What follows belongs to an exercise in optimizing a design on an open flow for small area and a short achievable clock period; a production flow would make more cautious choices. The RTL was checked by simulation tests, not by an equivalence proof against the original design. Power and IR drop assume default switching activity.

## run 1
Design multi_channel_snooper, start of the top module:
module multi_channel_snooper
#(
    parameter int NUM_CH      = 4,
    parameter int TDATA_WIDTH = 512,
    parameter int TKEEP_WIDTH = TDATA_WIDTH / 8,
    parameter int CNT_WIDTH   = 20
) (
    input  logic                          clk,
    input  logic                          areset,
    input  logic [NUM_CH*TKEEP_WIDTH-1:0] mon_TKEEP,
    input  logic [NUM_CH-1:0]             mon_TVALID,
    input  logic [NUM_CH-1:0]             mon_TREADY,
    input  logic [NUM_CH-1:0]             mon_TLAST,
    input  logic [NUM_CH-1:0]             ch_enable,
    input  logic                          measure,
    output logic [63:0]                   report_TDATA,
    output logic [7:0]                    report_TKEEP,
    output logic                          report_TVALID,
    input  logic                          report_TREADY,
    output logic                          report_TLAST,
    output logic                          busy,
    output logic [NUM_CH*CNT_WIDTH-1:0]   pkt_size,
    output logic [NUM_CH-1:0]             pkt_size_valid,
    output logic                          measure_sync_out
);
    localparam int NUM_WORDS = 1 + snoop_pkg::WORDS_PER_CH * NUM_CH;
    localparam int IDX_W     = $clog2(NUM_WORDS);
    localparam logic [CNT_WIDTH-1:0] ONES = '1;
    snoop_pkg::state_t    state;
    logic                 clear;
    logic                 in_measure;
    logic [NUM_CH-1:0]    beat;
    logic [CNT_WIDTH-1:0] cycle_cnt;
    logic [IDX_W-1:0]     idx;
    logic                 at_last;
    logic [CNT_WIDTH-1:0] word;
    logic [CNT_WIDTH-1:0] tdata_r;
    logic [CNT_WIDTH-1:0] flits    [NUM_CH];
    logic [CNT_WIDTH-1:0] pkts     [NUM_CH];
    logic [CNT_WIDTH-1:0] byte_cnt [NUM_CH];
    logic [CNT_WIDTH-1:0] min_size [NUM_CH];
    logic [CNT_WIDTH-1:0] max_size [NUM_CH];
    logic [NUM_CH-1:0]    has_pkt;
    assign in_measure = (state == snoop_pkg::MEASURE);
    assign clear      = (state == snoop_pkg::IDLE) && measure;
    assign busy       = (state != snoop_pkg::IDLE);
    assign beat       = {NUM_CH{in_measure}} & mon_TVALID & mon_TREADY & ch_enable;
    assign at_last    = (idx == IDX_W'(NUM_WORDS - 1));
    always_ff @(posedge clk or posedge areset) begin
        if (areset) begin
            state         <= snoop_pkg::IDLE;
            report_TVALID <= 1'b0;
        end else begin
            case (state)
  ...
For scale: about 3300 cells after synthesis, about 570 flip-flops.
clock: 14.0 ns
lec_check: 0
cap_margin: 20
core_margin: 2
core_utilization: 40
slew_margin: 20
standard.sh (not shown) runs the stock make flow with config.mk's settings and CLKGATE_MAP_FILE= SYNTH_SCRIPT=/design/flow/synth_recipe.tcl, a recipe that flattens the netlist after the stock synthesis.
==> flow/flow/run.sh <==
#!/bin/bash
# Layout flow: the standard layout (standard synthesis unchanged), with the port buffers
# made from a small buffer instead of the resizer's default delay cell, timing repair aiming
# for a setup slack of 8 ns at the design's clock, and a leaner clock tree. Every tool's
# output goes to a log file in this folder; ORFS keeps its per-step logs under orfs/logs/.
set -euo pipefail
bash standard.sh synth > synth.log 2>&1
bash standard.sh "BUFFER_PORTS_ARGS=-buffer_cell sky130_fd_sc_hd__buf_1" SETUP_SLACK_MARGIN=8 \
    "CTS_ARGS=-sink_clustering_enable -repair_clock_nets -dont_use_dummy_load -sink_clustering_size 24 -sink_clustering_max_diameter 120" finish > layout.log 2>&1
Here is what was changed in the inputs of run 2 compared with run 1.
==> flow/flow/run.sh <==
#!/bin/bash
# Layout flow: the standard layout (standard synthesis unchanged), with the port buffers
# made from a small, fast buffer instead of the resizer's default delay cell. Every tool's
# output goes to a log file in this folder; ORFS keeps its per-step logs under orfs/logs/.
set -euo pipefail
bash standard.sh synth > synth.log 2>&1
bash standard.sh "BUFFER_PORTS_ARGS=-buffer_cell sky130_fd_sc_hd__buf_1" finish > layout.log 2>&1
--- outcome ---
- The maximum clock rate in run 2 was lower than what run 1 gave.
- On via count, run 1 and run 2 are neck and neck.
- Relative to run 1, run 2 degrades final hold slack.
- Run 1 has higher register share of total power than run 2.
- Post-CTS resize count (run 2 over run 1): decrease, 81
- Relative to run 1, the critical path buffer and inverter count of run 2 is lower by 1.
- Combinational power went down by a few percent going from run 1 to run 2.
- Of the two candidates, run 1 has the better setup slack and run 2 the worse one.
- On aggregate routed wire length, run 1 and run 2 are basically level.
Input changes introduced in run 3 (baseline for comparison: run 2):
==> flow/flow/run.sh <==
#!/bin/bash
# Layout flow: the standard layout (standard synthesis unchanged), with the port buffers
# made from a small buffer instead of the resizer's default delay cell, and timing repair
# aiming for a setup slack of 8 ns at the design's clock. Every tool's output goes to a log
# file in this folder; ORFS keeps its per-step logs under orfs/logs/.
set -euo pipefail
bash standard.sh synth > synth.log 2>&1
bash standard.sh "BUFFER_PORTS_ARGS=-buffer_cell sky130_fd_sc_hd__buf_1" SETUP_SLACK_MARGIN=8 finish > layout.log 2>&1
==> run summary <==
Run 3 vs. run 2: time the final worst path needs with I/O delays and setup has decreased; power rose 0.12 mW; static leakage now sits higher.
In the metrics for run 2 and run 3, the one carrying the higher met2 demand-to-capacity share in global routing is run 3.

==> afterwards: timing with drivers on the ports <==
The flow's constraints put no driver on any port. The routed layouts listed below were extracted and timed again, unchanged, in two steps. Step 1: set_driving_cell puts a clkbuf_16 on clk and a buf_2 on each other input, an assumption about the parent block. Step 2 also shifts input and output timing later by t, the mid clock arrival at the registers, as if the neighbouring blocks saw the same clock. a / b / c = ideal ports / drivers / drivers and shift; a / b = the first two.
| run | t, ns | setup slack, ns | worst setup path at the end | latest minus earliest clock arrival (ns) | worst data-port slew with drivers (ns) |
|---|---|---|---|---|---|
| run 1 | 0.681 | 7.669 / 7.700 / 7.019 | input to register | 0.054 / 0.054 | 0.09 |
| run 2 | 0.672 | 7.415 / 7.347 / 6.909 | input to register | 0.051 / 0.050 | 0.05 |
| run 3 | 0.689 | 7.644 / 7.676 / 6.987 | input to register | 0.042 / 0.042 | 0.09 |
After both steps every run listed still meets setup and hold. The setup slack of run 3, which loses most, moves by +0.032 ns with the drivers and by -0.657 ns with both steps.
